Context: an optimization exercise on an open-source flow, tuned for small area, a short achievable clock period and few clock cycles per item. The choices shown serve that exercise and are no tape-out recipe. The RTL was checked by simulation tests, not by an equivalence proof against the original design. Power and IR drop assume default switching activity.

Design array_list_engine_core, start of the top module:
module array_list_engine_core
#(
  parameter int DEPTH      = alen_pkg::ALEN_DEPTH,
  parameter int WORD_WIDTH = alen_pkg::ALEN_WORD_WIDTH
) (
  input  logic        clk_i,
  input  logic        rst_ni,
  input  logic [40:0] in_data_i,
  input  logic        in_valid_i,
  output logic        in_stall_o,
  output logic [41:0] out_data_o,
  output logic        out_valid_o,
  input  logic        out_stall_i
);
==> flow/config.mk <==
export PLATFORM = sky130hd
export DESIGN_NAME = array_list_engine_core
export DESIGN_NICKNAME = array_list_engine_core
export VERILOG_FILES = /design/flow/design.v
export SDC_FILE = /design/flow/constraint.sdc
export NUM_CORES = 4
export LEC_CHECK = 0
export CAP_MARGIN = 20
export CORE_MARGIN = 2
export CORE_UTILIZATION = 50
export CTS_CLUSTER_DIAMETER = 120
export CTS_CLUSTER_SIZE = 24
export SLEW_MARGIN = 20
==> flow/constraint.sdc <==
create_clock -name core_clock -period 9.0 [get_ports {clk_i}]
set_input_delay 1.8000 -clock core_clock [delete_from_list [all_inputs] [get_ports {clk_i}]]
set_output_delay 1.8000 -clock core_clock [all_outputs]
set_load 0.01 [all_outputs]
standard.sh (not shown) runs the stock make flow with config.mk's settings and CLKGATE_MAP_FILE= SYNTH_SCRIPT=/design/flow/synth_recipe.tcl, a recipe that flattens the netlist after the stock synthesis.
==> flow/flow/run.sh <==
#!/bin/bash
set -euo pipefail
bash standard.sh SETUP_SLACK_MARGIN=5.8 finish > make_finish.log 2>&1 || { tail -40 make_finish.log; exit 1; }
The starting point went through all stages and came out clean.
Testbench counts at the start, summed over its fixed seeds: cycles 16,016, items 16,000.
Edit:
Settings changed: CORE_UTILIZATION 50 to 40.
- final area came out higher by 0.64%
- worst setup slack got worse by 0.011 ns
- utilization came out lower by 11 points
- clock skew came out lower by 0.031 ns
- sequential power hardly moves
- non-clock buffer count came out higher by 19
- global-route usage came out lower by 8.3 points
- power came out lower by 0.47%
Edit:
==> flow/flow/run.sh (replaced) <==
#!/bin/bash
set -euo pipefail
bash standard.sh SETUP_SLACK_MARGIN=5.6 finish > make_finish.log 2>&1 || { tail -40 make_finish.log; exit 1; }
Settings changed: CORE_UTILIZATION 40 to 50.
=> The new run completed without violations; die area shrinks by about 20%; cell count shrinks by 6.0%; total power barely changes; sequential share of layout area grows by 0.88 points; global-route usage grows by 8.7 points; worst setup slack is worse by 0.18 ns; wire length stays flat; non-clock buffer count shrinks by 46; hold slack is about the same.

* * *

array_list_engine_core again, from the RTL that the note above started with.
==> flow/design.v (excerpt) <==
module array_list_engine_core
#(
  parameter int DEPTH      = alen_pkg::ALEN_DEPTH,
  parameter int WORD_WIDTH = alen_pkg::ALEN_WORD_WIDTH
) (
  input  logic        clk_i,
  input  logic        rst_ni,
  input  logic [40:0] in_data_i,
  input  logic        in_valid_i,
  output logic        in_stall_o,
  output logic [41:0] out_data_o,
  output logic        out_valid_o,
  input  logic        out_stall_i
);
  alen_pkg::alen_in_t  in_data;
  alen_pkg::alen_out_t out_data;
  logic req_load, exec, skid_sel, out_load, skid_load;
  assign in_data    = alen_pkg::alen_in_t'(in_data_i);
  assign out_data_o = out_data;
  alen_ctrl u_ctrl (
    .clk_i       (clk_i),
    .rst_ni      (rst_ni),
    .in_valid_i  (in_valid_i),
    .out_stall_i (out_stall_i),
    .in_stall_o  (in_stall_o),
    .req_load_o  (req_load),
    .exec_o      (exec),
    .skid_sel_o  (skid_sel),
    .out_load_o  (out_load),
    .skid_load_o (skid_load),
    .out_valid_o (out_valid_o)
  );
  alen_dpath #(
    .DEPTH      (DEPTH),
    .WORD_WIDTH (WORD_WIDTH)
  ) u_dpath (
    .clk_i       (clk_i),
    .rst_ni      (rst_ni),
    .in_data_i   (in_data),
    .req_load_i  (req_load),
    .exec_i      (exec),
    .skid_sel_i  (skid_sel),
    .out_load_i  (out_load),
    .skid_load_i (skid_load),
    .out_data_o  (out_data)
  );
endmodule
==> flow/config.mk <==
export PLATFORM = sky130hd
export DESIGN_NAME = array_list_engine_core
export DESIGN_NICKNAME = array_list_engine_core
export VERILOG_FILES = /design/flow/design.v
export SDC_FILE = /design/flow/constraint.sdc
export NUM_CORES = 4
export LEC_CHECK = 0
export CAP_MARGIN = 20
export CORE_MARGIN = 2
export CORE_UTILIZATION = 50
export CTS_CLUSTER_DIAMETER = 100
export CTS_CLUSTER_SIZE = 20
export SLEW_MARGIN = 20
==> flow/constraint.sdc <==
create_clock -name core_clock -period 9.0 [get_ports {clk_i}]
set_input_delay 1.8000 -clock core_clock [delete_from_list [all_inputs] [get_ports {clk_i}]]
set_output_delay 1.8000 -clock core_clock [all_outputs]
set_load 0.01 [all_outputs]
==> flow/flow/run.sh <==
#!/bin/bash
set -euo pipefail
bash standard.sh SETUP_SLACK_MARGIN=5.8 finish > make_finish.log 2>&1 || { tail -40 make_finish.log; exit 1; }
The starting point finished with timing, DRC and antenna clean.
Testbench counts at the start, summed over its fixed seeds: cycles 16,016, items 16,000.
Change:
==> flow/flow/run.sh (replaced) <==
#!/bin/bash
set -euo pipefail
bash standard.sh SETUP_SLACK_MARGIN=5.6 finish > make_finish.log 2>&1 || { tail -40 make_finish.log; exit 1; }
- CORE_UTILIZATION: 50 -> 40
- CTS_CLUSTER_DIAMETER: 100 -> unset
- CTS_CLUSTER_SIZE: 20 -> unset
After rerunning:
- core utilization falls by 9.5 points
- synthesized area stays the same
- clock power rises by 56%
- sequential share of layout area falls by 2.4 points
- register-to-register slack loses 0.15 ns
- sequential power stays flat
- clock-buffer cell count rises by 104
Change:
- CTS_CLUSTER_DIAMETER: unset -> 120
- CTS_CLUSTER_SIZE: unset -> 24
Effect: The changed run passed the timing, DRC and antenna checks; worst setup slack loses 0.0036 ns; via count is lower by 1.3%; synthesized area is unchanged; power went down by 14%; clock power goes down by 41%; routed wire length fell by 0.81%; global-route usage shrinks by 0.29 points; final cell count went down by 2.3%.

==> separate check: timing with driven ports <==
No port has a modelled driver above. Below, the same layouts with a new extraction and two added sets of constraints.
Step 1 (the two cells are an assumption about what drives the block):
set clk [get_ports {clk_i}]
set_driving_cell -lib_cell sky130_fd_sc_hd__clkbuf_16 $clk
set_driving_cell -lib_cell sky130_fd_sc_hd__buf_2 [delete_from_list [all_inputs] $clk]
Step 2 moves the port delays by t, midway between the first and last clock arrival at a register: inputs arrive t later, outputs are due t later. That takes back most of the time a late clock gives input paths.
a / b / c = no drivers / after step 1 / after step 2; a / b = the first two.
run | t (ns) | slack for setup (ns) | worst register clock-pin slew, ns | worst slew at a driven data input, ns | pins driven straight from the clock port
the first run of note 1 | 0.881 | 5.691 / 5.598 / 5.044 | 0.13 / 0.13 | 0.10 | 1
the second run of note 1 | 0.895 | 5.680 / 5.585 / 5.030 | 0.11 / 0.11 | 0.05 | 1
the third run of note 1 | 0.883 | 5.504 / 5.504 / 4.977 | 0.12 / 0.12 | 0.18 | 1
the first run of note 2 | 0.908 | 5.667 / 5.585 / 4.987 | 0.10 / 0.10 | 0.10 | 1
the second run of note 2 | 0.956 | 5.514 / 5.453 / 4.856 | 0.07 / 0.07 | 0.05 | 1
the third run of note 2 | 0.877 | 5.511 / 5.511 / 4.874 | 0.11 / 0.11 | 0.05 | 1
After both steps every run listed still meets setup and hold. For the first run of note 2, which loses most, drivers alone change the setup slack by -0.082 ns; drivers and shift together by -0.680 ns.
